Source: an optimization exercise on an open RTL-to-GDS flow (aim: small area, a short achievable clock period and few clock cycles). Production flows keep margins and buffers that such runs may drop.
RTL that was checked went through simulation tests only; none was proved equivalent to the original.
For runs 1 and 3 to 5, only the layout was checked, not whether the RTL still works.
Power and IR drop assume default switching activity.

[flow/run.sh]
#!/bin/bash
# synth_recipe.tcl (not shown) runs the flow's synth.tcl, then flattens the netlist and writes it again
# the make line also repeats each setting of config.mk as NAME=value (left out here)
make -C /OpenROAD-flow-scripts/flow DESIGN_CONFIG=/design/flow/config.mk WORK_HOME=/design/flow/orfs CLKGATE_MAP_FILE= SYNTH_SCRIPT=/design/flow/synth_recipe.tcl finish
[flow/config.mk]
export PLATFORM = sky130hd
export DESIGN_NAME = midi_note_sequencer
export DESIGN_NICKNAME = midi_note_sequencer
export VERILOG_FILES = /design/flow/design.v
export SDC_FILE = /design/flow/constraint.sdc
export NUM_CORES = 4
export LEC_CHECK = 0
export ABC_CLOCK_PERIOD_IN_PS = 3500
export CAP_MARGIN = 20
export CORE_MARGIN = 2
export CORE_UTILIZATION = 55
export PLACE_DENSITY = 0.65
export SETUP_SLACK_MARGIN = 4.5
export SLEW_MARGIN = 20
export SYNTH_MEMORY_MAX_BITS = 8192
[flow/constraint.sdc]
create_clock -name core_clock -period 8.0 [get_ports {clk}]
set_input_delay 1.6000 -clock core_clock [delete_from_list [all_inputs] [get_ports {clk}]]
set_output_delay 1.6000 -clock core_clock [all_outputs]
set_load 0.01 [all_outputs]
[flow/design.v]
`timescale 1ns / 1ps
`default_nettype none
package mns_pkg;
	localparam int CFG_IW = 3;
	localparam int CFG_DW = 16;
	localparam logic [CFG_IW-1:0] REG_LOOP_ENABLE     = 3'd0;
	localparam logic [CFG_IW-1:0] REG_REVERSE_ORDER   = 3'd1;
	localparam logic [CFG_IW-1:0] REG_TRANSPOSE       = 3'd2;
	localparam logic [CFG_IW-1:0] REG_DUR_OFFSET      = 3'd3;
	localparam logic [CFG_IW-1:0] REG_PROGRAM_NUMBER  = 3'd4;
	localparam logic [CFG_IW-1:0] REG_CHANNEL_VOLUME  = 3'd5;
	localparam logic [CFG_IW-1:0] REG_BANK_NUMBER     = 3'd6;
	localparam logic [CFG_IW-1:0] REG_SEQUENCE_LENGTH = 3'd7;
	localparam logic [1:0] CMD_TICK  = 2'd0;
	localparam logic [1:0] CMD_LOAD  = 2'd1;
	localparam logic [1:0] CMD_START = 2'd2;
	localparam logic [1:0] CMD_STOP  = 2'd3;
	localparam int NSLOT  = 17;
	localparam int S_AOFF = 0;
	localparam int S_VOL  = 3;
	localparam int S_BANK = 6;
	localparam int S_PROG = 9;
	localparam int S_ON   = 11;
	localparam int S_OFF  = 14;
endpackage
`default_nettype wire
`timescale 1ns / 1ps
`default_nettype none
import mns_pkg::*;
module mns_front (
	input  wire logic                       clk,
	input  wire logic                       arst_n,
	input  wire logic                       take,
	input  wire logic [33:0]                request,
	input  wire logic                       cfg_we,
	input  wire logic [CFG_IW-1:0]          cfg_index,
	input  wire logic [CFG_DW-1:0]          cfg_wdata,
	output logic      [NSLOT-1:0]           take_bits,
	output logic      [NSLOT-1:0]           add_bits,
	output logic                            pend_q,
	output logic                            pend_d,
	output logic      [7:0]                 vol,
	output logic      [7:0]                 bank,
	output logic      [7:0]                 prog_m1,
	output logic      [7:0]                 note
);
	logic        loop_q;
	logic        rev_q;
	logic [7:0]  transpose_q;
	logic [15:0] offm1_q;       
	logic [7:0]  prog_q;
	logic [7:0]  vol_q;
	logic [7:0]  bank_q;
	logic [8:0]  len_q;
	logic        playing_q;
	logic        setup_q;
	logic        sounding_q;
	logic [8:0]  pos_q;
	logic [15:0] left_q;        
	logic [7:0]  note_q;
	logic [1:0]  age_q;         
	logic        ld_q;
	logic [7:0]  ld_idx_q;
	logic [23:0] ld_data_q;
	logic [7:0]  rd_addr_q;
	logic [23:0] ent;
	mns_table u_table (
		.clk   (clk),
		.we    (ld_q),
		.waddr (ld_idx_q),
		.wdata (ld_data_q),
		.raddr (rd_addr_q),
		.rdata (ent)
	);
	logic [1:0]  cmd;
	assign cmd = request[33:32];
	always_ff @(posedge clk or negedge arst_n) begin
		if (!arst_n) begin
			loop_q      <= 1'b0;
			rev_q       <= 1'b0;
			transpose_q <= 8'd0;
			offm1_q     <= 16'hFFFF;
			prog_q      <= 8'd0;
			vol_q       <= 8'd0;
			bank_q      <= 8'd0;
			len_q       <= 9'd1;
		end else if (cfg_we) begin
			unique case (cfg_index)
				REG_LOOP_ENABLE:     loop_q      <= cfg_wdata[0];
				REG_REVERSE_ORDER:   rev_q       <= cfg_wdata[0];
				REG_TRANSPOSE:       transpose_q <= cfg_wdata[7:0];
				REG_DUR_OFFSET:      offm1_q     <= cfg_wdata[15:0] - 16'd1;
				REG_PROGRAM_NUMBER:  prog_q      <= cfg_wdata[7:0];
				REG_CHANNEL_VOLUME:  vol_q       <= cfg_wdata[7:0];
				REG_BANK_NUMBER:     bank_q      <= cfg_wdata[7:0];
				REG_SEQUENCE_LENGTH: len_q       <= cfg_wdata[8:0];
				default: ;
			endcase
		end
	end
	assign vol     = vol_q;
	assign bank    = bank_q;
	assign prog_m1 = prog_q - 8'd1;
	assign note    = note_q;
	logic vol_ok;
	logic bank_ok;
	logic prog_ok;
	assign vol_ok  = !vol_q[7];
	assign bank_ok = !bank_q[7];
	assign prog_ok = !prog_m1[7];
	logic [8:0] pos_a;
	logic       at_end;
	logic [8:0] pos_b;
	logic [8:0] slot;
	logic       stop_now;
	always_comb begin
		pos_a    = setup_q ? pos_q : 9'd0;
		at_end   = !sounding_q && (pos_a >= len_q);
		pos_b    = at_end ? 9'd0 : pos_a;
		slot     = rev_q ? (len_q - pos_b - 9'd1) : pos_b;
		stop_now = at_end && !loop_q;
	end
	logic [7:0]  note_sum;
	logic        note_ok;
	logic [15:0] dsum;
	logic        dzero;
	logic        t_zero;
	logic [15:0] left_new;
	logic        ev_on;
	logic        ev_off;
	logic        ev_move;       
	logic        ent_ok;
	logic [NSLOT-1:0] ev_bits;
	logic [15:0] dur;
	logic [15:0] zc;
	assign dur = ent[15:0];
	always_comb begin
		note_sum = ent[23:16] + transpose_q;
		note_ok  = !note_sum[7] && vol_ok;
		dsum     = dur + offm1_q;
		zc       = {(dur[14:0] | offm1_q[14:0]), 1'b0};
		dzero    = ((dur ^ offm1_q) == zc);
		t_zero   = sounding_q ? (left_q == 16'd1) : dzero;
		left_new = sounding_q ? (left_q - 16'd1) : dsum;
		ev_on    = !stop_now && !sounding_q && note_ok;
		ev_off   = !stop_now && t_zero && note_ok;
		ev_move  = stop_now || at_end || t_zero;
		ev_bits  = '0;
		ev_bits[S_ON]    = ev_on;
		ev_bits[S_ON+1]  = ev_on;
		ev_bits[S_ON+2]  = ev_on;
		ev_bits[S_OFF]   = ev_off;
		ev_bits[S_OFF+1] = ev_off;
		ev_bits[S_OFF+2] = ev_off;
		ent_ok   = age_q[1];
	end
	logic [NSLOT-1:0] setup_bits;
	logic [NSLOT-1:0] aoff_bits;
	logic             aoff;
	always_comb begin
		setup_bits = '0;
		setup_bits[S_VOL]    = !setup_q && vol_ok;
		setup_bits[S_VOL+1]  = !setup_q && vol_ok;
		setup_bits[S_VOL+2]  = !setup_q && vol_ok;
		setup_bits[S_BANK]   = !setup_q && bank_ok;
		setup_bits[S_BANK+1] = !setup_q && bank_ok;
		setup_bits[S_BANK+2] = !setup_q && bank_ok;
		setup_bits[S_PROG]   = !setup_q && prog_ok;
		setup_bits[S_PROG+1] = !setup_q && prog_ok;
		aoff = playing_q && sounding_q;
		aoff_bits = '0;
		aoff_bits[S_AOFF]   = aoff;
		aoff_bits[S_AOFF+1] = aoff;
		aoff_bits[S_AOFF+2] = aoff;
	end
	logic fire;       
	assign fire = pend_q && ent_ok;
	always_comb begin
		take_bits = '0;
		if (cmd == CMD_TICK) begin
			if (playing_q) begin
				take_bits = setup_bits | (ent_ok ? ev_bits : '0);
			end
		end else if (cmd != CMD_LOAD) begin
			take_bits = aoff_bits;
		end
		add_bits = fire ? ev_bits : '0;
		if (take) begin
			pend_d = (cmd == CMD_TICK) && playing_q && !ent_ok;
		end else begin
			pend_d = pend_q && !ent_ok;
		end
	end
	logic tick_eval;
	logic event_now;
	assign tick_eval = (take && (cmd == CMD_TICK) && playing_q && ent_ok) || fire;
	always_comb begin
		event_now = cfg_we || ev_move && tick_eval;
		if (take && (cmd != CMD_TICK)) event_now = 1'b1;
		if (take && (cmd == CMD_TICK) && playing_q && !setup_q) event_now = 1'b1;
	end
	always_ff @(posedge clk or negedge arst_n) begin
		if (!arst_n) begin
			playing_q  <= 1'b0;
			setup_q    <= 1'b0;
			sounding_q <= 1'b0;
			pos_q      <= 9'd0;
			pend_q     <= 1'b0;
			age_q      <= 2'd0;
			ld_q       <= 1'b0;
		end else begin
			pend_q <= pend_d;
			ld_q   <= take && (cmd == CMD_LOAD);
			if (event_now)        age_q <= 2'd0;
			else if (!age_q[1])   age_q <= age_q + 2'd1;
			if (take && (cmd == CMD_START)) begin
				playing_q  <= 1'b1;
				setup_q    <= 1'b0;
				sounding_q <= 1'b0;
				pos_q      <= 9'd0;
			end else if (take && (cmd == CMD_STOP)) begin
				playing_q  <= 1'b0;
				setup_q    <= 1'b0;
				sounding_q <= 1'b0;
			end else begin
				if (take && (cmd == CMD_TICK) && playing_q && !setup_q) begin
					setup_q <= 1'b1;
					pos_q   <= 9'd0;
				end
				if (tick_eval) begin
					if (stop_now) begin
						playing_q  <= 1'b0;
						setup_q    <= 1'b0;
						sounding_q <= 1'b0;
					end else begin
						setup_q    <= 1'b1;
						sounding_q <= !t_zero;
						pos_q      <= t_zero ? (pos_b + 9'd1) : pos_b;
					end
				end
			end
		end
	end
	always_ff @(posedge clk) begin
		if (tick_eval && !stop_now) begin
			note_q <= note_sum;
			left_q <= left_new;
		end
		if (take && (cmd == CMD_LOAD)) begin
			ld_idx_q  <= request[31:24];
			ld_data_q <= request[23:0];
		end
		rd_addr_q <= slot[7:0];
	end
endmodule
`default_nettype wire
`timescale 1ns / 1ps
`default_nettype none
module mns_table (
	input  wire logic        clk,
	input  wire logic        we,
	input  wire logic [7:0]  waddr,
	input  wire logic [23:0] wdata,
	input  wire logic [7:0]  raddr,
	output logic      [23:0] rdata
);
	logic [255:0][23:0] mem_q;
	logic [255:0]       rsel;
	logic [255:0]       wsel;
	logic [23:0]        rd;
	always_comb begin
		for (int r = 0; r < 256; r++) begin
			rsel[r] = (raddr == 8'(r));
			wsel[r] = we && (waddr == 8'(r));
		end
		rd = '0;
		for (int r = 0; r < 256; r++) begin
			rd = rd | (mem_q[r] & {24{rsel[r]}});
		end
	end
	always_ff @(posedge clk) begin
		for (int r = 0; r < 256; r++) begin
			if (wsel[r]) begin
				mem_q[r] <= wdata;
			end
		end
		rdata <= rd;
	end
endmodule
`default_nettype wire
`timescale 1ns / 1ps
`default_nettype none
import mns_pkg::*;
module mns_tx (
	input  wire logic             clk,
	input  wire logic             arst_n,
	input  wire logic             take,         
	input  wire logic [NSLOT-1:0] take_bits,    
	input  wire logic [NSLOT-1:0] add_bits,     
	input  wire logic             pend_q,       
	input  wire logic             pend_d,
	input  wire logic [7:0]       vol,
	input  wire logic [7:0]       bank,
	input  wire logic [7:0]       prog_m1,
	input  wire logic [7:0]       note,
	output logic                  busy,
	output logic                  strobe,
	output logic [8:0]            result
);
	logic [NSLOT-1:0] left_q;
	logic [NSLOT-1:0] t_low;
	logic [NSLOT-1:0] h_low;
	logic [7:0]       t_byte;
	logic [7:0]       h_byte;
	logic             h_stall;
	logic [NSLOT-1:0] h_left;
	logic [NSLOT-1:0] t_left;
	logic             h_busy;
	logic             t_busy;
	logic             busy_q;
	function automatic logic [7:0] slot_byte(input logic [NSLOT-1:0] s,
		input logic [7:0] vol_v, input logic [7:0] bank_v,
		input logic [7:0] prog_v, input logic [7:0] note_v);
		logic [7:0] b;
		b = 8'h00;
		if (s[S_AOFF] | s[S_VOL] | s[S_BANK]) b = b | 8'hB0;
		if (s[S_AOFF+1])                      b = b | 8'h7B;
		if (s[S_VOL+1])                       b = b | 8'h07;
		if (s[S_VOL+2] | s[S_ON+2] | s[S_OFF+2]) b = b | vol_v;
		if (s[S_BANK+2])                      b = b | bank_v;
		if (s[S_PROG])                        b = b | 8'hC0;
		if (s[S_PROG+1])                      b = b | prog_v;
		if (s[S_ON])                          b = b | 8'h90;
		if (s[S_OFF])                         b = b | 8'h80;
		if (s[S_ON+1] | s[S_OFF+1])           b = b | note_v;
		slot_byte = b;
	endfunction
	assign t_low  = take_bits & (~take_bits + 1'b1);
	assign t_byte = slot_byte(t_low, vol, bank, prog_m1, note);
	assign t_left = take_bits & ~t_low;
	assign t_busy = (t_left != '0) || pend_d;
	assign h_low   = left_q & (~left_q + 1'b1);
	assign h_byte  = slot_byte(h_low, vol, bank, prog_m1, note);
	assign h_stall = pend_q && ((left_q & ~h_low) == '0);
	assign h_left  = (h_stall ? left_q : (left_q & ~h_low)) | add_bits;
	assign h_busy  = (h_left != '0) || pend_d;
	assign busy = busy_q;
	always_ff @(posedge clk or negedge arst_n) begin
		if (!arst_n) begin
			left_q <= '0;
			strobe <= 1'b0;
			busy_q <= 1'b0;
		end else if (take) begin
			left_q <= t_left;
			strobe <= (take_bits != '0);
			busy_q <= t_busy;
		end else begin
			left_q <= h_left;
			strobe <= (left_q != '0) && !h_stall;
			busy_q <= h_busy;
		end
	end
	always_ff @(posedge clk) begin
		if (take) begin
			result <= {t_byte, 1'b0};
		end else begin
			result <= {h_byte, !pend_q && ((left_q & ~h_low) == '0)};
		end
	end
endmodule
`default_nettype wire
`timescale 1ns / 1ps
`default_nettype none
import mns_pkg::*;
module midi_note_sequencer (
	input  wire logic                       clk,
	input  wire logic                       arst_n,
	input  wire logic                       start,
	output logic                            busy,
	input  wire logic [33:0]                request,
	output logic                            strobe,
	output logic [8:0]                      result,
	input  wire logic                       cfg_we,
	input  wire logic [mns_pkg::CFG_IW-1:0] cfg_index,
	input  wire logic [mns_pkg::CFG_DW-1:0] cfg_wdata
);
	logic             take;
	logic [NSLOT-1:0] take_bits;
	logic [NSLOT-1:0] add_bits;
	logic             pend_q;
	logic             pend_d;
	logic [7:0]       vol;
	logic [7:0]       bank;
	logic [7:0]       prog_m1;
	logic [7:0]       note;
	assign take = start && !busy;
	mns_front u_front (
		.clk       (clk),
		.arst_n    (arst_n),
		.take      (take),
		.request   (request),
		.cfg_we    (cfg_we),
		.cfg_index (cfg_index),
		.cfg_wdata (cfg_wdata),
		.take_bits (take_bits),
		.add_bits  (add_bits),
		.pend_q    (pend_q),
		.pend_d    (pend_d),
		.vol       (vol),
		.bank      (bank),
		.prog_m1   (prog_m1),
		.note      (note)
	);
	mns_tx u_tx (
		.clk       (clk),
		.arst_n    (arst_n),
		.take      (take),
		.take_bits (take_bits),
		.add_bits  (add_bits),
		.pend_q    (pend_q),
		.pend_d    (pend_d),
		.vol       (vol),
		.bank      (bank),
		.prog_m1   (prog_m1),
		.note      (note),
		.busy      (busy),
		.strobe    (strobe),
		.result    (result)
	);
endmodule
`default_nettype wire
==> notes.md, run 1 <==
Rows 238; H-tree lvl count 6; Synth top area share 0.802; Final GP Congestion approximately 1.4; count leader, synth edfxtp_1; Halt Stage 5_1_grt; CTS Sinks 6335; initial core utilization 0.552; pin count of the biggest net entering global routing 157; Port Buf Inserts 67; top cells by count, synth edfxtp_1, a22oi_1, nand2_1, nor2_1, clkbuf_1; overall die height 653 um; post-synthesis sequential area ratio 0.816; total global routing overflow 12200; number of synthesized flops with an enable pin 6200; first-pass GRT wire length approximately 2700000 um; first error [ERROR GRT-0116] Global routing finished with congestion. Check the congestion regions in the DRC Viewer.; CTS Buffer Depth 4; Root Driver clkbuf_16; vias in the first global route around 220k; Synth warnings 3; Die Wd 653 um; io pins between 60 and 70; cells after synthesis 13200; gr usage total 0.968; Mapped Area 0.232 mm2; DP HPWL 1190000 um; top cells by area, synth edfxtp_1, a22oi_1, nand2_1; outcome did not finish; FFs w/ async S/R, synth 0.0148; Synth cell types between 80 and 90; Num CTS Buffers approximately 640; cell type with the highest aggregate area in the netlist edfxtp_1; Most used DFF post-synth edfxtp_1; Synth Register Bits 6335; Avg Inst Size Synth ~18 um2
==> per-layer routing <==
layer / GRT usage / overflow
met5: 0.867 / 259
met4: 0.948 / 2702
met3: 0.940 / 1842
met2: 1.02 / 5378
met1: 0.959 / 2060
==> through the flow <==
stage                     total power [uW]  instance area, um2  setup slack, ns  setup TNS (ns)  cells
after floorplan                      40500              232000             3.95               0  13200
after global placement               45900              251000          -0.0558         -0.0558  19400
after detailed placement             46000              253000             1.42               0  19500
after CTS                            76500              287000             3.65               0  21300
==> worst max-delay path by stage <==
| stage | from | end | slack (ns) |
|---|---|---|---|
| after global placement | u_front.rd_addr_q[3] | u_front.u_table.rdata[5] | -0.06 |
| after floorplan | u_front.ld_data_q[0] | u_front.u_table.mem_q[0] | 3.95 |
| after CTS | u_front.rd_addr_q[7] | u_front.u_table.rdata[15] | 3.65 |
| after detailed placement | u_front.rd_addr_q[2] | u_front.u_table.rdata[11] | 1.42 |
==> power groups by stage <==
stage | clock [uW] | combinational [uW] | sequential, uW
detailed placement | 0 | 8150 | 37900
CTS | 29500 | 9790 | 37200
floorplan | 0 | 2630 | 37800
global placement | 0 | 8070 | 37900
==> kinds of logic after synthesis <==
| logic type | share of synthesized area |
|---|---|
| DFF | 0.816 |
| AOI/OAI and AO/OA | 0.113 |
| and+or+nand+nor | 0.0493 |
| buffers and inverters | 0.0134 |
| xor gates and xnor gates | 0.00287 |
| adders and majority gates | 0.00361 |
| muxes | 0.00183 |
==> what timing repair did <==
action / in CTS
setup buffers: 619
pin swaps: 505
hold buffers: 0
gates cloned: 23
endpoints found under the setup margin: 1491
resized for setup: 1487
==> inputs of run 2 (changes only) <==
--- a/flow/design.v
+++ b/flow/design.v
@@ -64,3 +64,2 @@
 	logic [23:0] ld_data_q;
-	logic [7:0]  rd_addr_q;
 	logic [23:0] ent;
@@ -71,3 +70,3 @@
 		.wdata (ld_data_q),
-		.raddr (rd_addr_q),
+		.raddr (slot[7:0]),
 		.rdata (ent)
@@ -248,7 +247,4 @@
 		end
-		if (take && (cmd == CMD_LOAD)) begin
-			ld_idx_q  <= request[31:24];
-			ld_data_q <= request[23:0];
-		end
-		rd_addr_q <= slot[7:0];
+		ld_idx_q  <= request[31:24];
+		ld_data_q <= request[23:0];
 	end
@@ -258,2 +254,9 @@
 `default_nettype none
+module mns_aoi3 (
+	input  wire logic [2:0] s,
+	input  wire logic [2:0] d,
+	output logic            y
+);
+	assign y = !((s[0] && d[0]) || (s[1] && d[1]) || (s[2] && d[2]));
+endmodule
 module mns_table (
@@ -266,5 +269,7 @@
 );
+	localparam int NG = 85;     
 	logic [255:0][23:0] mem_q;
-	logic [255:0]       rsel;
+	logic [255:0]       rsel_q;
 	logic [255:0]       wsel;
+	logic [23:0][NG:0]  term_n;    
 	logic [23:0]        rd;
@@ -272,9 +277,15 @@
 		for (int r = 0; r < 256; r++) begin
-			rsel[r] = (raddr == 8'(r));
 			wsel[r] = we && (waddr == 8'(r));
 		end
-		rd = '0;
-		for (int r = 0; r < 256; r++) begin
-			rd = rd | (mem_q[r] & {24{rsel[r]}});
+	end
+	for (genvar c = 0; c < 24; c++) begin : g_col
+		for (genvar g = 0; g < NG; g++) begin : g_grp
+			mns_aoi3 u_aoi (
+				.s (rsel_q[3*g+2:3*g]),
+				.d ({mem_q[3*g+2][c], mem_q[3*g+1][c], mem_q[3*g][c]}),
+				.y (term_n[c][g])
+			);
 		end
+		assign term_n[c][NG] = !(rsel_q[255] && mem_q[255][c]);
+		assign rd[c] = !(&term_n[c]);
 	end
@@ -286,2 +297,5 @@
 		end
+		for (int r = 0; r < 256; r++) begin
+			rsel_q[r] <= (raddr == 8'(r));
+		end
 		rdata <= rd;
--- a/flow/config.mk
+++ b/flow/config.mk
@@ -7,9 +7,13 @@
 export LEC_CHECK = 0
-export ABC_CLOCK_PERIOD_IN_PS = 3500
 export CAP_MARGIN = 20
 export CORE_MARGIN = 2
-export CORE_UTILIZATION = 55
-export PLACE_DENSITY = 0.65
+export CORE_UTILIZATION = 42
+export CTS_BUF_LIST = sky130_fd_sc_hd__clkbuf_16
+export CTS_CLUSTER_DIAMETER = 100
+export CTS_CLUSTER_SIZE = 25
+export PLACE_DENSITY = 0.5
 export SETUP_SLACK_MARGIN = 4.5
 export SLEW_MARGIN = 20
+export SYNTH_HIERARCHICAL = 1
 export SYNTH_MEMORY_MAX_BITS = 8192
+export SYNTH_MINIMUM_KEEP_SIZE = 0
==> notes.md, run 2 <==
biggest regs u_front.u_table.mem_q x6144, u_front.u_table.rsel_q x256; Hold WC Path Type flip-flop to flip-flop; Routed Wire Length 760000 um; CP arrival between 5 and 6 ns; reg-to-reg startpoint u_front.setup_q; outcome timing/DRC/antenna clean; antenna viol nets, final 0; Most used DFF post-synth edfxtp_1; drt drc 0; hold depth 2; Rows 270; Synth cell types 88; worst reg-to-reg setup slack 3.71 ns; Clock Latency Late Sink between 1 and 1.5 ns; DRT iter0 DRCs 27400; Static Leak 0.0780 uW; CTS Sinks 6583; hold_sp u_front.offm1_q[12]; Setup crit start kind flip-flop; Required @ worst endpoint 8.96 ns; clock skew 0.0539 ns; Critical Path, Cell by Cell buf_6 > nand2_4 > ha_4 > nand2b_4 > a2111oi_4 > o31ai_4 > nand2_4 > nand2_4 > ha_4 > a21o_1 > a21oi_4 > o221ai_4 > buf_6 > and4_1 > a31oi_4 > xnor2_4 > buf_6 > nor2_4 > buf_6 > nand3_4 > buf_12 > nor2_2; Setup TNS 0 ns; Synth Register Bits 6583; post-synthesis sequential area ratio 0.851; RSZ-0062 raised after global routing true; largest family of logic cells by synthesized area compound AO/OA/AOI/OAI gates; Worst-Margin Slew approximately 1.2 ns; worst reg2reg endpoint u_front.u_table.rsel_q[58]; Final GP Congestion 0.825; Area Overhead vs Synth 13.1%; CTS tree built; Synth warnings 9; Pwr Density 244 mW/mm2; via count 129000; worst-case reg-to-reg path depth 22; Initial DRT Pass Iterations 10; antenna violations before repair 51; minimum hold slack 0.491 ns; commonest non-fill, non-tap cells in the layout edfxtp_1, a222oi_1, buf_4; DP HPWL between 400000 and 500000 um; io pins just under 70; Peak VDD IR 0.202 mV; final core utilization 0.477; Mapped Area 0.228 mm2; total core area 0.541 mm2; xor and xnor area share after synthesis 0.00273; CTS Buffer Depth 4; CTS clk-pin slew, worst paths 0.11 ns; setup violators final 0; worst-path fanout max 16; first-pass GRT wire length 1020000 um; gr usage total 0.266; Avg Inst Size Synth 20.8 um2; most flop-heavy register u_front.u_table.mem_q; Tcrit/Tclk final 0.536; cell type with the highest aggregate area in the netlist edfxtp_1; Die Wd 741 um; Synth Area in Adders 0.00372; DIE AREA 0.549 mm2; Root Driver clkbuf_16; MaxCap Viol Count 0; pin count of the biggest net entering global routing ~160; crit path kind flip-flop to flip-flop; worst min-delay path endpoint u_front.offm1_q[12]; Setup crit end kind flip-flop; Hold Vio Cnt, Final 0; max-slew violation count 0; number of synthesized flops with an enable pin 6168; Synth top area share 0.813; slowest stage delay, CP ~0.5 ns; fmax 0.233 GHz; vias in the first global route 121000; count leader, synth edfxtp_1; cells after synthesis roughly 11000; top cells by count, synth edfxtp_1, a222oi_1, nor2_1, nand4_1, dfxtp_1; DR WL/cell about 39 um; Simple-Gate Fraction of Synth Area 0.0378; share of cells above drive strength 1 0.170; commonest non-fill, non-tap cell in the layout edfxtp_1; initial core utilization 0.422; FFs w/ async S/R, synth 0.0143; Period minus WS final approximately 4.3 ns; Num CTS Buffers 308; H-tree lvl count 5; most frequent CP cell buf_6; top cells by area, synth edfxtp_1, a222oi_1, dfxtp_1; Final #Nets 12200; Vias/cell between 6 and 7; post-synthesis mux area share 0.00199; Port Buf Inserts 67; critical path's slowest cell dfrtp_2; post-synthesis compound-gate area fraction 0.0984; Largest register FFs 6144; Slew HR 0.174; total global routing overflow 0; overall die height around 740 um
run 2: report_power, final:
group	leakage [uW]	switching, uW	internal, uW
clock network	0.00456	10600	7290
registers	0.0592	370	37800
logic	0.0143	4830	2050
total	0.0780	15800	47200
run 2: through the flow:
step	instances	cell area [um2]	power, uW	worst slack (ns)
finish	19400	258000	62900	3.71
global route	19400	258000	64500	3.59
CTS	19300	256000	62800	3.71
detailed placement	18700	244000	44500	2.20
global placement	18700	244000	44400	2.27
floorplan	11000	229000	41000	3.10
run 2: cells by family after synthesis:
family                   count (synthesis)
flip-flops                            6583
AO/OA/AOI/OAI                         2340
adder cells (fa/ha/maj)                 67
buffers and inverters                  215
other                                    1
XOR/XNOR                                71
AND/OR/NAND/NOR                       1660
multiplexers                            41
run 2: final cells by class:
cell class	instances	area, um2
inverter	78	297
timing repair buffer	853	7920
fill	44400	283000
clock inverter	121	876
timing repair inverter	1	7.51
tap	7208	9020
multi-input combinational	4211	37300
antenna	22	55.1
clock buffer	315	7880
sequential	6583	194000
run 2: worst max-delay path by stage:
stage,startpoint,to,slack [ns],cells past startpoint
2_1_floorplan,request[32],u_tx.strobe,3.10,14
3_3_place_gp,request[33],u_tx.busy_q,2.27,13
3_5_place_dp,request[33],u_tx.busy_q,2.20,13
4_1_cts,u_front.setup_q,u_front.u_table.rsel_q[74],3.71,19
5_1_grt,u_front.setup_q,u_front.u_table.rsel_q[149],3.59,19
6_report,u_front.setup_q,u_front.u_table.rsel_q[58],3.71,22
run 2: modules after synthesis (local to each module, per instance):
module,copies in the design,cell area [um2],cells inside
midi_note_sequencer,1,13.8,1
mns_aoi3,2040,10.0,1
mns_tx,1,2370,325
mns_front,1,7900,816
mns_table,1,197000,7796
run 2: critical path: cells and delay by family (launching register included):
| family | cells | cell delay, ns |
|---|---|---|
| AND/OR/NAND/NOR | 8 | 1.01 |
| XOR/XNOR | 1 | 0.16 |
| adder cells (fa/ha/maj) | 2 | 0.41 |
| AO/OA/AOI/OAI | 6 | 1.33 |
| buffers and inverters | 5 | 0.78 |
| flip-flops | 1 | 0.50 |
run 2: repair_timing:
item	CTS	global route
hold buffers	0	0
pin swaps	121	100
gates resized for setup	365	265
cloned	20	10
setup endpoints to repair	729	674
setup buffers	141	42
run 2: layer usage:
| metal | global-route usage | vias to the layer above | routed length [um] | share of wire |
|---|---|---|---|---|
| met4 | 0.0873 | 16 | 29000 | 0.038 |
| li1 | - | 51700 | - | - |
| met3 | 0.0480 | 913 | 83800 | 0.11 |
| met5 | 0 | - | 147 | 0.00019 |
| met2 | 0.417 | 7827 | 347000 | 0.46 |
| met1 | 0.379 | 68200 | 300000 | 0.39 |
Testbench counts of run 2, summed over its fixed seeds: cycles 11,884.
==> inputs of run 3 (changes only) <==
--- a/flow/design.v
+++ b/flow/design.v
@@ -37,4 +37,6 @@
 	input  wire logic [CFG_DW-1:0]          cfg_wdata,
-	output logic      [NSLOT-1:0]           take_bits,
-	output logic      [NSLOT-1:0]           add_bits,
+	output logic      [NSLOT-1:0]           take_bits,   
+	output logic                            take_any,    
+	output logic      [7:0]                 take_byte,   
+	output logic      [NSLOT-1:0]           add_bits,    
 	output logic                            pend_q,
@@ -61,2 +63,3 @@
 	logic [1:0]  age_q;         
+	logic [7:0]  slot_q;        
 	logic        ld_q;
@@ -70,3 +73,3 @@
 		.wdata (ld_data_q),
-		.raddr (slot[7:0]),
+		.raddr (slot_q),
 		.rdata (ent)
@@ -109,13 +112,25 @@
 	assign prog_ok = !prog_m1[7];
-	logic [8:0] pos_a;
 	logic       at_end;
-	logic [8:0] pos_b;
-	logic [8:0] slot;
+	logic [8:0] pos_b;        
+	logic [8:0] pos_n;        
 	logic       stop_now;
+	logic [8:0] s_zero;
+	logic [8:0] s_cur;
+	logic [8:0] s_nxt;
+	logic [8:0] r_cur;
+	logic [8:0] r_nxt;
+	logic       end_a;
+	logic       end_n;
 	always_comb begin
-		pos_a    = setup_q ? pos_q : 9'd0;
-		at_end   = !sounding_q && (pos_a >= len_q);
-		pos_b    = at_end ? 9'd0 : pos_a;
-		slot     = rev_q ? (len_q - pos_b - 9'd1) : pos_b;
+		end_a    = setup_q ? (pos_q >= len_q) : (len_q == 9'd0);
+		at_end   = !sounding_q && end_a;
+		pos_b    = (setup_q && !at_end) ? pos_q : 9'd0;
+		pos_n    = pos_b + 9'd1;
+		end_n    = (pos_n >= len_q);
 		stop_now = at_end && !loop_q;
+		r_cur    = len_q + ~pos_b;
+		r_nxt    = len_q + ~pos_n;
+		s_zero   = rev_q ? (len_q - 9'd1) : 9'd0;
+		s_cur    = rev_q ? r_cur : pos_b;
+		s_nxt    = end_n ? s_zero : (rev_q ? r_nxt : pos_n);
 	end
@@ -129,3 +144,2 @@
 	logic        ev_off;
-	logic        ev_move;       
 	logic        ent_ok;
@@ -145,3 +159,2 @@
 		ev_off   = !stop_now && t_zero && note_ok;
-		ev_move  = stop_now || at_end || t_zero;
 		ev_bits  = '0;
@@ -153,3 +166,3 @@
 		ev_bits[S_OFF+2] = ev_off;
-		ent_ok   = age_q[1];
+		ent_ok   = (age_q == 2'd3);
 	end
@@ -158,2 +171,4 @@
 	logic             aoff;
+	logic             setup_cc;     
+	logic             setup_any;
 	always_comb begin
@@ -168,2 +183,4 @@
 		setup_bits[S_PROG+1] = !setup_q && prog_ok;
+		setup_cc  = !setup_q && (vol_ok || bank_ok);
+		setup_any = !setup_q && (vol_ok || bank_ok || prog_ok);
 		aoff = playing_q && sounding_q;
@@ -178,23 +195,53 @@
 		take_bits = '0;
-		if (cmd == CMD_TICK) begin
-			if (playing_q) begin
-				take_bits = setup_bits | (ent_ok ? ev_bits : '0);
+		take_any  = 1'b0;
+		take_byte = 8'hB0;
+		pend_d    = 1'b0;
+		unique case (cmd)
+			CMD_TICK: begin
+				if (playing_q) begin
+					take_bits = setup_bits | (ent_ok ? ev_bits : '0);
+					take_any  = setup_any || (ent_ok && (ev_on || ev_off));
+					if (setup_cc)           take_byte = 8'hB0;
+					else if (setup_any)     take_byte = 8'hC0;
+					else if (ev_on)         take_byte = 8'h90;
+					else                    take_byte = 8'h80;
+					pend_d    = !ent_ok;
+				end
 			end
-		end else if (cmd != CMD_LOAD) begin
-			take_bits = aoff_bits;
-		end
-		add_bits = fire ? ev_bits : '0;
-		if (take) begin
-			pend_d = (cmd == CMD_TICK) && playing_q && !ent_ok;
-		end else begin
+			CMD_LOAD: ;
+			default: begin
+				take_bits = aoff_bits;
+				take_any  = aoff;
+			end
+		endcase
+		if (!take) begin
 			pend_d = pend_q && !ent_ok;
 		end
+		add_bits = fire ? ev_bits : '0;
 	end
 	logic tick_eval;
-	logic event_now;
-	assign tick_eval = (take && (cmd == CMD_TICK) && playing_q && ent_ok) || fire;
+	logic tick_take;
+	logic [8:0] slot_d;
+	logic [1:0] age_d;
+	assign tick_take = take && (cmd == CMD_TICK) && playing_q;
+	assign tick_eval = (tick_take && ent_ok) || fire;
 	always_comb begin
-		event_now = cfg_we || ev_move && tick_eval;
-		if (take && (cmd != CMD_TICK)) event_now = 1'b1;
-		if (take && (cmd == CMD_TICK) && playing_q && !setup_q) event_now = 1'b1;
+		slot_d = s_cur;
+		age_d  = (age_q == 2'd3) ? 2'd3 : (age_q + 2'd1);
+		if (take && ((cmd == CMD_START) || (cmd == CMD_STOP))) begin
+			slot_d = s_zero;
+			age_d  = 2'd1;
+		end else if (tick_eval && stop_now) begin
+			slot_d = s_zero;
+			age_d  = 2'd1;
+		end else if (tick_eval && t_zero) begin
+			slot_d = s_nxt;
+			age_d  = 2'd1;
+		end
+		if (take && (cmd == CMD_LOAD)) begin
+			age_d = 2'd1;
+		end
+		if (cfg_we) begin
+			age_d = 2'd0;
+		end
 	end
@@ -212,4 +259,3 @@
 			ld_q   <= take && (cmd == CMD_LOAD);
-			if (event_now)        age_q <= 2'd0;
-			else if (!age_q[1])   age_q <= age_q + 2'd1;
+			age_q  <= age_d;
 			if (take && (cmd == CMD_START)) begin
@@ -224,3 +270,3 @@
 			end else begin
-				if (take && (cmd == CMD_TICK) && playing_q && !setup_q) begin
+				if (tick_take && !setup_q) begin
 					setup_q <= 1'b1;
@@ -236,3 +282,3 @@
 						sounding_q <= !t_zero;
-						pos_q      <= t_zero ? (pos_b + 9'd1) : pos_b;
+						pos_q      <= t_zero ? pos_n : pos_b;
 					end
@@ -249,2 +295,3 @@
 		ld_data_q <= request[23:0];
+		slot_q    <= slot_d[7:0];
 	end
@@ -261,2 +308,26 @@
 endmodule
+module mns_nand4 (
+	input  wire logic [3:0] a,
+	output logic            y
+);
+	assign y = !(&a);
+endmodule
+module mns_nand2 (
+	input  wire logic [1:0] a,
+	output logic            y
+);
+	assign y = !(&a);
+endmodule
+module mns_nor4 (
+	input  wire logic [3:0] a,
+	output logic            y
+);
+	assign y = !(|a);
+endmodule
+module mns_nor2 (
+	input  wire logic [1:0] a,
+	output logic            y
+);
+	assign y = !(|a);
+endmodule
 module mns_table (
@@ -269,3 +340,2 @@
 );
-	localparam int NG = 85;     
 	logic [255:0][23:0] mem_q;
@@ -273,3 +343,5 @@
 	logic [255:0]       wsel;
-	logic [23:0][NG:0]  term_n;    
+	logic [23:0][85:0]  t1_n;      
+	logic [23:0][21:0]  t2;        
+	logic [23:0][5:0]   t3_n;      
 	logic [23:0]        rd;
@@ -281,3 +353,3 @@
 	for (genvar c = 0; c < 24; c++) begin : g_col
-		for (genvar g = 0; g < NG; g++) begin : g_grp
+		for (genvar g = 0; g < 85; g++) begin : g_t1
 			mns_aoi3 u_aoi (
@@ -285,7 +357,27 @@
 				.d ({mem_q[3*g+2][c], mem_q[3*g+1][c], mem_q[3*g][c]}),
-				.y (term_n[c][g])
+				.y (t1_n[c][g])
+			);
+		end
+		assign t1_n[c][85] = !(rsel_q[255] && mem_q[255][c]);
+		for (genvar g = 0; g < 21; g++) begin : g_t2
+			mns_nand4 u_nand (
+				.a (t1_n[c][4*g+3:4*g]),
+				.y (t2[c][g])
 			);
 		end
-		assign term_n[c][NG] = !(rsel_q[255] && mem_q[255][c]);
-		assign rd[c] = !(&term_n[c]);
+		mns_nand2 u_nand_l (
+			.a (t1_n[c][85:84]),
+			.y (t2[c][21])
+		);
+		for (genvar g = 0; g < 5; g++) begin : g_t3
+			mns_nor4 u_nor (
+				.a (t2[c][4*g+3:4*g]),
+				.y (t3_n[c][g])
+			);
+		end
+		mns_nor2 u_nor_l (
+			.a (t2[c][21:20]),
+			.y (t3_n[c][5])
+		);
+		assign rd[c] = !(&t3_n[c]);
 	end
@@ -296,4 +388,2 @@
 			end
-		end
-		for (int r = 0; r < 256; r++) begin
 			rsel_q[r] <= (raddr == 8'(r));
@@ -312,2 +402,4 @@
 	input  wire logic [NSLOT-1:0] take_bits,    
+	input  wire logic             take_any,     
+	input  wire logic [7:0]       take_byte,    
 	input  wire logic [NSLOT-1:0] add_bits,     
@@ -352,5 +444,5 @@
 	assign t_low  = take_bits & (~take_bits + 1'b1);
-	assign t_byte = slot_byte(t_low, vol, bank, prog_m1, note);
+	assign t_byte = take_byte;
 	assign t_left = take_bits & ~t_low;
-	assign t_busy = (t_left != '0) || pend_d;
+	assign t_busy = take_any || pend_d;
 	assign h_low   = left_q & (~left_q + 1'b1);
@@ -368,3 +460,3 @@
 			left_q <= t_left;
-			strobe <= (take_bits != '0);
+			strobe <= take_any;
 			busy_q <= t_busy;
@@ -402,2 +494,4 @@
 	logic [NSLOT-1:0] take_bits;
+	logic             take_any;
+	logic [7:0]       take_byte;
 	logic [NSLOT-1:0] add_bits;
@@ -419,2 +513,4 @@
 		.take_bits (take_bits),
+		.take_any  (take_any),
+		.take_byte (take_byte),
 		.add_bits  (add_bits),
@@ -432,2 +528,4 @@
 		.take_bits (take_bits),
+		.take_any  (take_any),
+		.take_byte (take_byte),
 		.add_bits  (add_bits),
==> notes.md, run 3 <==
outcome timing/DRC/antenna clean; drt drc 0; Area Overhead vs Synth 11.3%; RSZ-0062 raised after global routing true; Setup crit end kind flip-flop; CTS clk-pin slew, worst paths 0.10 ns; first-pass GRT wire length roughly 1000000 um; Crit. path cell count 18; commonest non-fill, non-tap cell in the layout edfxtp_1; max-slew violation count 0; Most used DFF post-synth edfxtp_1; most frequent CP cell a2111oi_2; CTS Sinks 6591; most flop-heavy register u_front.u_table.mem_q; Synth warnings 9; Synth Register Bits 6591; CP Buf/Inv Count 1; hold depth 2; final core utilization 0.470; Worst-Margin Slew about 1.2 ns; gr usage total 0.257; FFs w/ async S/R, synth 0.0143; antenna viol nets, final 0; clock skew about 0.047 ns; Clock Latency Late Sink slightly above 1 ns; cells after synthesis 11100; slowest stage delay, CP about 0.40 ns; Crit path max-delay family compound AO/OA/AOI/OAI gates; reg-to-reg startpoint u_front.transpose_q[1]; Hold Vio Cnt, Final 0; number of synthesized flops with an enable pin 6168; total global routing overflow 0; CTS tree built; Post-CTS Hold Fix Bufs 0; worst-path fanout max 3; Initial DRT Pass Iterations 10; top cells by count, synth edfxtp_1, a222oi_1, nand4_1, nor2_1, dfxtp_1; Hold WC Path Type flip-flop to flip-flop; biggest regs u_front.u_table.mem_q x6144, u_front.u_table.rsel_q x256; Comb power frac 0.095; antenna violations before repair 57; fin cells 19500; Synth cell types 89; pin count of the biggest net entering global routing 154; Final #Nets 12100; cell type with the highest aggregate area in the netlist edfxtp_1; worst-case reg-to-reg path depth 18; DIE AREA 0.554 mm2; Pwr Density 242 mW/mm2; Largest register FFs 6144; Static Leak 0.0783 uW; vias in the first global route between 100k and 150k; critical path's slowest cell dfrtp_1; io pins 68; hold_sp u_front.offm1_q[15]; DP HPWL 424000 um; Routed Wire Length 735000 um; count leader, synth edfxtp_1; CTS Buffer Depth 4; Tcrit/Tclk final 0.532; commonest non-fill, non-tap cells in the layout edfxtp_1, a222oi_1, buf_4; crit path kind flip-flop to flip-flop; H-tree lvl count 5; total core area about 0.55 mm2; Slew HR 0.190; Setup TNS 0 ns; Final GP Congestion 0.850; Port Buf Inserts 67; setup violators final 0; Avg Inst Size Synth 20.7 um2; top cells by area, synth edfxtp_1, a222oi_1, dfxtp_1; internal power between 40000 and 50000 uW; Period minus WS final 4.25 ns; post-synthesis sequential area ratio 0.844; Vias/cell 6.56; switch share 0.248; Rows 271; share of cells above drive strength 1 0.136; Num CTS Buffers 306; Setup crit start kind flip-flop; Mapped Area 0.230 mm2; initial core utilization 0.422; Required @ worst endpoint 8.88 ns; CP arrival 5.13 ns; fmax 0.235 GHz; dpl cells 18900; via count 128000; Critical Path, Cell by Cell ha_1 > a21o_1 > a21oi_2 > nor2b_1 > o21a_1 > o41a_1 > xnor2_2 > buf_6 > nor4_4 > nor3b_4 > nor4_2 > nand3_1 > a221o_1 > a2111oi_2 > or3b_1 > a2111oi_2 > and4b_1 > a31oi_1; Flop pwr share 0.615; Critical Path Source u_front.transpose_q[1]; DR WL/cell 37.7 um; MaxCap Viol Count 0; overall die height 744 um; Die Wd 744 um; Peak VDD IR 0.176 mV; DRT iter0 DRCs 26600; Clock power frac 0.289; Net Switching 15400 uW; Root Driver clkbuf_16; Synth top area share 0.805
## run 3: cells by family (layout without fill, tap and decap cells)
kind of cell	after synthesis	in the layout	synth area share
buf+inv	301	1399	0.00566
xor+xnor	90	90	0.00343
other cells	2	48	0.0000326
simple gates	1678	1679	0.0435
compound gates	2327	2327	0.0969
fa+ha+maj	78	78	0.00435
flops	6591	6591	0.844
mux	41	41	0.00198
## run 3: path summary, 6_finish.rpt
kind	to	slack, ns
worst min register to register	u_front.offm1_q[15]	0.49
worst max-delay path	u_tx.busy_q	3.75
min in group asynchronous	u_front.bank_q[6]	0.51
worst max register to register	u_tx.busy_q	3.75
max in group asynchronous	u_front.len_q[4]	6.15
worst min-delay path	u_front.offm1_q[15]	0.49
## run 3: final cells by class
cell class                 count  area [um2]
antenna                       32        80.1
clock buffer                 314        7860
timing repair buffer         778        6220
tap                         7234        9050
fill                       45400      289000
multi-input combinational   4231       37000
sequential                  6591      194000
inverter                      85         332
clock inverter               222        1120
## run 3: worst register-to-register path: cells and delay by family (launching register included)
family / cells / cell delay (ns)
buffers and inverters: 1 / 0.14
AOI/OAI and AO/OA: 8 / 1.80
DFF: 1 / 0.40
xor gates and xnor gates: 1 / 0.18
adders and majority gates: 1 / 0.31
and+or+nand+nor: 7 / 1.28
## run 3: what timing repair did
action | 4_1_cts | 5_1_grt
buffers inserted | 33 | 16
gates cloned | 1 | 0
pin swaps | 41 | 39
gates resized for setup | 118 | 58
endpoints found under the setup margin | 158 | 127
## run 3: Yosys stat by module, one instance, submodules excluded
module | cell area, um2 | cells
mns_table | 194000 | 7213
mns_front | 8860 | 945
mns_tx | 1910 | 237
midi_note_sequencer | 13.8 | 1
mns_nor4 | 12.5 | 1
mns_aoi3 | 10.0 | 1
mns_nand4 | 6.26 | 1
mns_nand2 | 3.75 | 1
mns_nor2 | 3.75 | 1
## run 3: per-layer routing
metal  routed length (um)  share of wire  track usage
met1               290000           0.39        0.355
met2               352000           0.48        0.422
met3                68900          0.094       0.0418
met4                24200          0.033       0.0742
met5                   56       0.000076            0
## run 3: power by group through the flow
stage	Combinational, uW	Clock [uW]	Sequential (uW)
after floorplan	1860	0	39100
after global placement	5540	0	38900
after detailed placement	5580	0	39000
after CTS	5750	18300	38200
after global routing	6020	19400	38200
final	5910	17900	38200
## run 3: per-stage QoR
step | worst slack, ns | power (uW) | hold WS (ns) | instance area (um2)
final | 3.75 | 62000 | 0.491 | 256000
after global routing | 3.56 | 63600 | 0.488 | 256000
after CTS | 3.67 | 62200 | 0.434 | 255000
after detailed placement | 2.89 | 44500 | 0.479 | 246000
after global placement | 2.85 | 44500 | 0.478 | 246000
after floorplan | 3.56 | 41000 | 0.446 | 230000
==> inputs of run 4 (changes only) <==
--- a/flow/design.v
+++ b/flow/design.v
@@ -40,2 +40,3 @@
 	output logic      [7:0]                 take_byte,   
+	output logic      [NSLOT-1:0]           take_left,   
 	output logic      [NSLOT-1:0]           add_bits,    
@@ -197,2 +198,3 @@
 		take_byte = 8'hB0;
+		take_left = '0;
 		pend_d    = 1'b0;
@@ -203,6 +205,17 @@
 					take_any  = setup_any || (ent_ok && (ev_on || ev_off));
-					if (setup_cc)           take_byte = 8'hB0;
-					else if (setup_any)     take_byte = 8'hC0;
-					else if (ev_on)         take_byte = 8'h90;
-					else                    take_byte = 8'h80;
+					take_left = take_bits;
+					if (setup_cc) begin
+						take_byte = 8'hB0;
+						if (vol_ok) take_left[S_VOL]  = 1'b0;
+						else        take_left[S_BANK] = 1'b0;
+					end else if (setup_any) begin
+						take_byte = 8'hC0;
+						take_left[S_PROG] = 1'b0;
+					end else if (ev_on) begin
+						take_byte = 8'h90;
+						take_left[S_ON] = 1'b0;
+					end else begin
+						take_byte = 8'h80;
+						take_left[S_OFF] = 1'b0;
+					end
 					pend_d    = !ent_ok;
@@ -214,2 +227,4 @@
 				take_any  = aoff;
+				take_left = aoff_bits;
+				take_left[S_AOFF] = 1'b0;
 			end
@@ -346,3 +361,3 @@
 	logic [23:0][5:0]   t3_n;      
-	logic [23:0]        rd;
+	logic [23:0][5:0]   part_n_q;
 	always_comb begin
@@ -351,2 +366,5 @@
 		end
+		for (int c = 0; c < 24; c++) begin
+			rdata[c] = !(&part_n_q[c]);
+		end
 	end
@@ -381,3 +399,2 @@
 		);
-		assign rd[c] = !(&t3_n[c]);
 	end
@@ -390,3 +407,3 @@
 		end
-		rdata <= rd;
+		part_n_q <= t3_n;
 	end
@@ -401,5 +418,5 @@
 	input  wire logic             take,         
-	input  wire logic [NSLOT-1:0] take_bits,    
 	input  wire logic             take_any,     
 	input  wire logic [7:0]       take_byte,    
+	input  wire logic [NSLOT-1:0] take_left,    
 	input  wire logic [NSLOT-1:0] add_bits,     
@@ -416,3 +433,2 @@
 	logic [NSLOT-1:0] left_q;
-	logic [NSLOT-1:0] t_low;
 	logic [NSLOT-1:0] h_low;
@@ -443,5 +459,4 @@
 	endfunction
-	assign t_low  = take_bits & (~take_bits + 1'b1);
 	assign t_byte = take_byte;
-	assign t_left = take_bits & ~t_low;
+	assign t_left = take_left;
 	assign t_busy = take_any || pend_d;
@@ -494,2 +509,3 @@
 	logic [NSLOT-1:0] take_bits;
+	logic [NSLOT-1:0] take_left;
 	logic             take_any;
@@ -515,2 +531,3 @@
 		.take_byte (take_byte),
+		.take_left (take_left),
 		.add_bits  (add_bits),
@@ -527,5 +544,5 @@
 		.take      (take),
-		.take_bits (take_bits),
 		.take_any  (take_any),
 		.take_byte (take_byte),
+		.take_left (take_left),
 		.add_bits  (add_bits),
==> notes.md, run 4 <==
DR WL/cell ~38 um; via count approximately 130k; Num CTS Buffers 316; final core utilization 0.470; Placement Setup Slack 3.13 ns; worst reg2reg endpoint u_front.slot_q[7]; total global routing overflow 0; outcome timing/DRC/antenna clean; Avg Inst Size Synth 20.6 um2; RSZ-0062 raised after global routing true; setup violators final 0; Mapped Area roughly 0.23 mm2; Slew HR 0.0576; Largest register FFs 6144; overall die height 748 um; Finished Cell Area 0.260 mm2; Tcrit/Tclk final 0.503; crit path kind flip-flop to flip-flop; Critical Path, Cell by Cell inv_4 > ha_4 > a211o_1 > a31oi_4 > o21ai_4 > nand2_4 > nand2_4 > inv_4 > ha_4 > nand3_2 > xor2_2 > a21oi_4 > ha_4 > o21a_1 > o2111ai_4 > a21oi_4 > nor2_4 > and4_1 > a311o_1 > a211o_1; commonest non-fill, non-tap cells in the layout edfxtp_1, a222oi_1, buf_4; gr usage total 0.258; commonest non-fill, non-tap cell in the layout edfxtp_1; Final GP Congestion around 0.83; io pins 68; Peak VDD IR 0.186 mV; Rows 273; Crit path max-delay family compound AO/OA/AOI/OAI gates; CP arrival 4.94 ns; Hold Vio Cnt, Final 0; Initial DRT Pass Iterations 10; drt drc 0; Pwr Density ~250 mW/mm2; worst-case reg-to-reg path depth 20; DIE AREA ~0.56 mm2; pin count of the biggest net entering global routing roughly 180; fill count 45700; most frequent CP cell ha_4; share of cells above drive strength 1 0.136; Vias/cell 6.54; biggest regs u_front.u_table.mem_q x6144, u_front.u_table.rsel_q x256, u_front.u_table.part_n_q x144; Static Leak 0.0795 uW; critical path's slowest cell dfrtp_2; Period minus WS final 4.02 ns; worst-path fanout max 5; grt met3 use 0.0387; CTS Buffer Depth 4; MaxCap Viol Count 0; Clock Latency Late Sink 1.04 ns; multi-input logic area 0.0372 mm2; M1 GR Usage 0.373; reg-to-reg startpoint u_front.len_q[2]; Required @ worst endpoint roughly 8.9 ns; GR peak layer met2; worst setup margin 3.98 ns; fmax 0.249 GHz; Area after DPL between 0.2 and 0.25 mm2; CP Buf/Inv Count 2; Worst-Margin Slew 1.41 ns; CTS clk-pin slew, worst paths 0.10 ns; CTS Sinks 6711; first-pass GRT wire length 1020000 um; Routed Wire Length 749000 um; GR Layer Usage met2 0.408; worst reg-to-reg setup slack between 3 and 4 ns; clock skew about 0.055 ns; Port Buf Inserts 67; Post-CTS Hold Fix Bufs 0; Area Overhead vs Synth 11.5%; H-tree lvl count 5; most flop-heavy register u_front.u_table.mem_q; Synth warnings 9; DP HPWL 440000 um; fin cells slightly below 20000; cells after synthesis 11300; CTS tree built; slowest stage delay, CP 0.45 ns; Final #Nets 12300; Setup TNS 0 ns; dpl cells 19100; DRT iter0 DRCs 26200; antenna viol nets, final 0; total core area ~0.55 mm2; Setup crit end kind flip-flop; initial core utilization 0.421; max-slew violation count 0; FF+latch area slightly below 0.2 mm2; Die Wd 748 um; Setup crit start kind flip-flop; antenna violations before repair 87; Root Driver clkbuf_16; Hold WC Path Type input port to async pin; vias in the first global route ~120k
==> run 4: cell count changes in the layout (fill, tap and decap cells not counted), moves of 11 or more <==
cell	change
a21oi_1	+11
and4_1	+14
buf_4	-13
dfxtp_1	+111
diode_2	+130
inv_1	+29
nand2_1	+17
nor3_2	+11
nor4_2	+12
o21ai_0	-21
o21ai_1	+13
==> run 4: what timing repair did <==
action                                  CTS  global route
endpoints found under the setup margin  409           231
buffers inserted                         28            16
gates resized for setup                  74            38
pin swaps                                29            26
gates cloned                              1             0
==> run 4: where the power goes <==
| group | internal [uW] | total, uW | switching, uW |
|---|---|---|---|
| registers | 38600 | 39000 | 359 |
| logic | 1690 | 6230 | 4540 |
| clock network | 7540 | 18500 | 10900 |
==> run 4: final cells by class <==
class	count	area share
Sequential cell	6711	0.758
Multi-Input combinational cell	4257	0.143
Tap cell	7287	0.0351
Clock buffer	324	0.0312
Timing Repair Buffer	778	0.0246
Clock inverter	244	0.00502
Antenna cell	162	0.00156
Inverter	98	0.00148
==> run 4: per-layer routing <==
layer | up-vias | part of all wire
li1 | 52700 | -
met1 | 69300 | 0.41
met2 | 7040 | 0.47
met3 | 790 | 0.096
met4 | 20 | 0.032
met5 | - | 0.00016
==> run 4: worst max path at each step <==
| stage | from | slack [ns] | end | cells after the start |
|---|---|---|---|---|
| after floorplan | u_front.len_q[4] | 4.02 | u_front.slot_q[7] | 20 |
| after global placement | u_front.len_q[3] | 3.03 | u_front.slot_q[7] | 20 |
| after detailed placement | u_front.len_q[3] | 3.13 | u_front.slot_q[7] | 19 |
| after CTS | u_front.len_q[5] | 3.92 | u_front.slot_q[7] | 19 |
| after global routing | u_front.len_q[1] | 3.81 | u_front.slot_q[1] | 20 |
| final | u_front.len_q[2] | 3.98 | u_front.slot_q[7] | 20 |
==> run 4: per-stage QoR <==
step | total power [uW] | hold slack [ns]
2_1_floorplan | 42200 | 0.451
3_3_place_gp | 45600 | 0.500
3_5_place_dp | 45700 | 0.501
4_1_cts | 63900 | 0.425
5_1_grt | 65400 | 0.476
6_report | 63700 | 0.486
==> inputs of run 5 (changes only) <==
--- a/flow/design.v
+++ b/flow/design.v
@@ -63,6 +63,8 @@
 	logic [7:0]  note_q;
-	logic [1:0]  age_q;         
+	logic [9:0]  rs_q;          
+	logic [9:0]  lenm1_q;       
+	logic [2:0]  age_q;         
 	logic [7:0]  slot_q;        
-	logic        ld_q;
-	logic [7:0]  ld_idx_q;
+	logic [15:0] ld_hi_q;
+	logic [15:0] ld_lo_q;
 	logic [23:0] ld_data_q;
@@ -71,4 +73,4 @@
 		.clk   (clk),
-		.we    (ld_q),
-		.waddr (ld_idx_q),
+		.whi   (ld_hi_q),
+		.wlo   (ld_lo_q),
 		.wdata (ld_data_q),
@@ -89,2 +91,3 @@
 			len_q       <= 9'd1;
+			lenm1_q     <= 10'd0;
 		end else if (cfg_we) begin
@@ -98,3 +101,6 @@
 				REG_BANK_NUMBER:     bank_q      <= cfg_wdata[7:0];
-				REG_SEQUENCE_LENGTH: len_q       <= cfg_wdata[8:0];
+				REG_SEQUENCE_LENGTH: begin
+					len_q   <= cfg_wdata[8:0];
+					lenm1_q <= {1'b0, cfg_wdata[8:0]} - 10'd1;
+				end
 				default: ;
@@ -114,24 +120,24 @@
 	logic       at_end;
+	logic       sel;          
 	logic [8:0] pos_b;        
+	logic [9:0] rs_b;         
 	logic [8:0] pos_n;        
-	logic       stop_now;
-	logic [8:0] s_zero;
-	logic [8:0] s_cur;
-	logic [8:0] s_nxt;
-	logic [8:0] r_cur;
-	logic [8:0] r_nxt;
-	logic       end_a;
+	logic [9:0] rs_n;
 	logic       end_n;
+	logic       stop_now;
+	logic [7:0] s_zero;
+	logic [7:0] s_cur;
+	logic [7:0] s_nxt;
 	always_comb begin
-		end_a    = setup_q ? (pos_q >= len_q) : (len_q == 9'd0);
-		at_end   = !sounding_q && end_a;
-		pos_b    = (setup_q && !at_end) ? pos_q : 9'd0;
-		pos_n    = pos_b + 9'd1;
-		end_n    = (pos_n >= len_q);
+		at_end   = !sounding_q && (setup_q ? rs_q[9] : lenm1_q[9]);
+		sel      = setup_q && !at_end;
+		pos_b    = sel ? pos_q : 9'd0;
+		rs_b     = sel ? rs_q : lenm1_q;
+		pos_n    = sel ? (pos_q + 9'd1) : 9'd1;
+		rs_n     = sel ? (rs_q - 10'd1) : (lenm1_q - 10'd1);
+		end_n    = rs_n[9];
 		stop_now = at_end && !loop_q;
-		r_cur    = len_q + ~pos_b;
-		r_nxt    = len_q + ~pos_n;
-		s_zero   = rev_q ? (len_q - 9'd1) : 9'd0;
-		s_cur    = rev_q ? r_cur : pos_b;
-		s_nxt    = end_n ? s_zero : (rev_q ? r_nxt : pos_n);
+		s_zero   = rev_q ? lenm1_q[7:0] : 8'd0;
+		s_cur    = rev_q ? rs_b[7:0] : pos_b[7:0];
+		s_nxt    = end_n ? s_zero : (rev_q ? rs_n[7:0] : pos_n[7:0]);
 	end
@@ -167,3 +173,3 @@
 		ev_bits[S_OFF+2] = ev_off;
-		ent_ok   = (age_q == 2'd3);
+		ent_ok   = age_q[2];
 	end
@@ -238,24 +244,29 @@
 	logic tick_take;
-	logic [8:0] slot_d;
-	logic [1:0] age_d;
+	logic [7:0] slot_d;
+	logic [2:0] age_d;
 	assign tick_take = take && (cmd == CMD_TICK) && playing_q;
 	assign tick_eval = (tick_take && ent_ok) || fire;
+	logic age_hit;     
 	always_comb begin
-		slot_d = s_cur;
-		age_d  = (age_q == 2'd3) ? 2'd3 : (age_q + 2'd1);
+		slot_d  = s_cur;
+		age_hit = 1'b0;
 		if (take && ((cmd == CMD_START) || (cmd == CMD_STOP))) begin
-			slot_d = s_zero;
-			age_d  = 2'd1;
+			slot_d  = s_zero;
+			age_hit = 1'b1;
 		end else if (tick_eval && stop_now) begin
-			slot_d = s_zero;
-			age_d  = 2'd1;
+			slot_d  = s_zero;
+			age_hit = 1'b1;
 		end else if (tick_eval && t_zero) begin
-			slot_d = s_nxt;
-			age_d  = 2'd1;
+			slot_d  = s_nxt;
+			age_hit = 1'b1;
 		end
 		if (take && (cmd == CMD_LOAD)) begin
-			age_d = 2'd1;
+			age_hit = 1'b1;
+		end
+		age_d = age_q[2] ? 3'd4 : (age_q + 3'd1);
+		if (age_hit && (age_q >= 3'd1)) begin
+			age_d = 3'd2;
 		end
 		if (cfg_we) begin
-			age_d = 2'd0;
+			age_d = 3'd0;
 		end
@@ -269,7 +280,9 @@
 			pend_q     <= 1'b0;
-			age_q      <= 2'd0;
-			ld_q       <= 1'b0;
+			age_q      <= 3'd0;
+			ld_hi_q    <= 16'd0;
 		end else begin
 			pend_q <= pend_d;
-			ld_q   <= take && (cmd == CMD_LOAD);
+			for (int h = 0; h < 16; h++) begin
+				ld_hi_q[h] <= take && (cmd == CMD_LOAD) && (request[31:28] == 4'(h));
+			end
 			age_q  <= age_d;
@@ -308,5 +321,16 @@
 		end
-		ld_idx_q  <= request[31:24];
+		for (int l = 0; l < 16; l++) begin
+			ld_lo_q[l] <= (request[27:24] == 4'(l));
+		end
 		ld_data_q <= request[23:0];
-		slot_q    <= slot_d[7:0];
+		slot_q    <= slot_d;
+		if (take && (cmd == CMD_START)) begin
+			rs_q <= lenm1_q;
+		end else if (tick_eval && !stop_now) begin
+			rs_q <= t_zero ? rs_n : rs_b;
+		end else if (tick_take && !setup_q) begin
+			rs_q <= lenm1_q;
+		end else begin
+			rs_q <= {1'b0, len_q} + ~{1'b0, pos_q};
+		end
 	end
@@ -349,4 +373,4 @@
 	input  wire logic        clk,
-	input  wire logic        we,
-	input  wire logic [7:0]  waddr,
+	input  wire logic [15:0] whi,     
+	input  wire logic [15:0] wlo,     
 	input  wire logic [23:0] wdata,
@@ -356,3 +380,3 @@
 	logic [255:0][23:0] mem_q;
-	logic [255:0]       rsel_q;
+	logic [255:0]       rsel;
 	logic [255:0]       wsel;
@@ -364,3 +388,4 @@
 		for (int r = 0; r < 256; r++) begin
-			wsel[r] = we && (waddr == 8'(r));
+			wsel[r] = whi[r / 16] && wlo[r % 16];
+			rsel[r] = (raddr == 8'(r));
 		end
@@ -373,3 +398,3 @@
 			mns_aoi3 u_aoi (
-				.s (rsel_q[3*g+2:3*g]),
+				.s (rsel[3*g+2:3*g]),
 				.d ({mem_q[3*g+2][c], mem_q[3*g+1][c], mem_q[3*g][c]}),
@@ -378,3 +403,3 @@
 		end
-		assign t1_n[c][85] = !(rsel_q[255] && mem_q[255][c]);
+		assign t1_n[c][85] = !(rsel[255] && mem_q[255][c]);
 		for (genvar g = 0; g < 21; g++) begin : g_t2
@@ -405,3 +430,2 @@
 			end
-			rsel_q[r] <= (raddr == 8'(r));
 		end
--- a/flow/config.mk
+++ b/flow/config.mk
@@ -14,3 +14,3 @@
 export PLACE_DENSITY = 0.5
-export SETUP_SLACK_MARGIN = 4.5
+export SETUP_SLACK_MARGIN = 4.7
 export SLEW_MARGIN = 20
==> notes.md, run 5 <==
outcome timing/DRC/antenna clean; antenna viol nets, final 0; Setup TNS 0 ns; Placement Setup Slack 2.82 ns; Critical Path, Cell by Cell and4_4 > nand3_4 > ha_4 > a21o_1 > a21oi_2 > nor2b_1 > o21a_1 > o41a_1 > xnor2_2 > or3b_4 > nor2_4 > buf_6 > buf_6 > buf_6 > nand2b_4 > nand4b_1 > a21oi_2 > nand4b_1 > o31a_1; CTS Buffer Depth 4; Post-CTS Hold Fix Bufs 0; Root Driver clkbuf_16; overall die height 742 um; vias in the first global route 120000; DIE AREA 0.550 mm2; Setup crit start kind flip-flop; most flop-heavy register u_front.u_table.mem_q; gr usage total 0.263; Area Overhead vs Synth 11.9%; Tcrit/Tclk final 0.507; hold depth 2; Routed Wire Length 749000 um; fin cells a little under 20000; dpl cells 18700; Port Buf Inserts 67; first-pass GRT wire length 1010000 um; Largest register FFs a little over 6000; DRT iter0 DRCs 26700; Vias/cell 6.63; Worst-Margin Slew 1.29 ns; CTS tree built; most frequent CP cell buf_6; Slew HR 0.140; Die Wd 742 um; worst reg2reg endpoint u_tx.busy_q; Crit path max-delay family compound AO/OA/AOI/OAI gates; Period minus WS final 4.06 ns; Synth warnings 9; reg-to-reg startpoint u_front.u_table.part_n_q[99]; Peak VDD IR 0.165 mV; Num CTS Buffers 307; Initial DRT Pass Iterations 13; DR WL/cell between 30 and 40 um; total global routing overflow 0; Setup crit end kind flip-flop; CTS clk-pin slew, worst paths 0.10 ns; commonest non-fill, non-tap cell in the layout edfxtp_1; clock skew 0.0660 ns; Finished Cell Area 0.256 mm2; worst reg-to-reg setup slack 3.94 ns; CP arrival between 4 and 5 ns; fmax about 0.25 GHz; Clock Latency Late Sink 1.02 ns; Mapped Area 0.229 mm2; biggest regs u_front.u_table.mem_q x6144, u_front.u_table.part_n_q x144, u_front.ld_data_q x24; Area after DPL 0.243 mm2; hold_sp u_front.len_q[0]; cells after synthesis between 10000 and 15000; via count ~130k; critical path's slowest cell o41a_1; initial core utilization 0.422; worst-path fanout max 3; drt drc 0; share of cells above drive strength 1 0.149; Static Leak 0.0781 uW; H-tree lvl count 5; Pwr Density 235 mW/mm2; worst setup margin 3.94 ns; Hold WC Path Type flip-flop to flip-flop; Hold Vio Cnt, Final 0; Required @ worst endpoint approximately 8.9 ns; max-slew violation count 0; CP Buf/Inv Count 3; antenna violations before repair 74; slowest stage delay, CP 0.48 ns; worst min-delay path endpoint u_front.len_q[0]; Final #Nets ~12000; crit path kind flip-flop to flip-flop; io pins 68; final core utilization 0.472; commonest non-fill, non-tap cells in the layout edfxtp_1, a222oi_1, buf_4; setup violators final 0; worst-case reg-to-reg path depth 19; total core area 0.542 mm2; Avg Inst Size Synth approximately 21 um2; pin count of the biggest net entering global routing about 180; Rows 270; RSZ-0062 raised after global routing true; CTS Sinks roughly 6500; MaxCap Viol Count 0; DP HPWL 445000 um; Final GP Congestion 0.848
==> run 5: cell count changes in the layout (fill, tap and decap cells not counted), sizes merged, moves of 26 or more <==
cell | previous run | this run
and2 | 3 | 261
dfxtp | 449 | 209
nor3 | 292 | 52
inv | 321 | 246
diode | 162 | 126
buf | 712 | 680
dfrtp | 77 | 103
==> run 5: worst max-delay path by stage <==
stage	from	depth (start not counted)	end
2_1_floorplan	u_front.u_table.part_n_q[105]	19	u_tx.busy_q
3_3_place_gp	u_front.u_table.part_n_q[38]	12	u_front.slot_q[5]
3_5_place_dp	u_front.u_table.part_n_q[38]	13	u_front.slot_q[7]
4_1_cts	u_front.u_table.part_n_q[100]	18	u_tx.busy_q
5_1_grt	u_front.u_table.part_n_q[100]	18	u_tx.busy_q
6_report	u_front.u_table.part_n_q[99]	19	u_tx.busy_q
==> run 5: cell type report <==
class / count / area (um2)
diodes: 126 / 315
clock buffers: 315 / 7880
clock inverters: 195 / 1230
fillers: 44600 / 286000
inverters: 76 / 294
multi-input cells: 4286 / 37500
flip-flops and latches: 6499 / 193000
well taps: 7208 / 9020
repair buffers: 749 / 6760
repair inverters: 1 / 7.51
==> run 5: per-stage QoR <==
stage                     hold WS (ns)  power (uW)
after floorplan                  0.445       40200
final                            0.491       60100
after CTS                        0.492       60300
after detailed placement         0.478       42200
after global routing             0.508       61800
after global placement           0.456       42200
==> run 5: report_power, final <==
| part | internal (uW) | switching [uW] | leakage [uW] | total (uW) |
|---|---|---|---|---|
| Clock | 7410 | 10600 | 0.00499 | 18000 |
| Combinational | 1400 | 2640 | 0.0145 | 4050 |
| Sequential | 37500 | 623 | 0.0586 | 38100 |
| Total | 46300 | 13800 | 0.0781 | 60100 |
==> run 5: metal layers <==
layer  GRT usage  up-vias  wire length [um]
met3      0.0434      823             76400
met4      0.0840       12             24300
li1            -    51700                 -
met2       0.410     7698            347000
met5           0        -                75
met1       0.380    68700            302000
==> run 5: timing repair <==
action                                 in CTS  in global routing
endpoints found under the hold margin       0                  0
gates resized for setup                   356                133
pin swaps                                  85                 86
cloned                                      3                  2
buffers inserted                           67                 42
setup endpoints to repair                 204                 86
==> run 5: worst register-to-register path: cells and delay by family (launching register included) <==
| family | cells | cell delay (ns) |
|---|---|---|
| buffers and inverters | 3 | 0.32 |
| xor gates and xnor gates | 1 | 0.23 |
| and+or+nand+nor | 8 | 1.28 |
| adders and majority gates | 1 | 0.19 |
| DFF | 1 | 0.47 |
| AOI/OAI and AO/OA | 6 | 1.42 |

==> what the ideal ports hide <==
Ports are ideal in the flow. The routed layouts listed here were re-timed in OpenROAD. Step 1 sets driving cells, clkbuf_16 on the clock port and buf_2 on the other inputs (assumed; they add their load-dependent delay and slew). Step 2, shift: input delay + t, output delay - t, t = (earliest + latest rising clock arrival at the registers) / 2. This alone moves slack from input paths to output paths. a / b / c = ideal ports / drivers / drivers and shift; a / b = the first two.
run | t, ns | setup WS [ns] | worst slew at a driven data input, ns
run 2 | 1.135 | 3.712 / 3.712 / 2.841 | 0.10
run 3 | 1.132 | 3.745 / 3.745 / 3.340 | 0.06
run 4 | 1.147 | 3.980 / 3.980 / 3.643 | 0.07
run 5 | 1.131 | 3.945 / 3.945 / 3.362 | 0.38
After both steps every run listed still meets setup and hold. For run 2, which loses most, drivers alone change the setup slack by 0.000 ns; drivers and shift together by -0.871 ns.
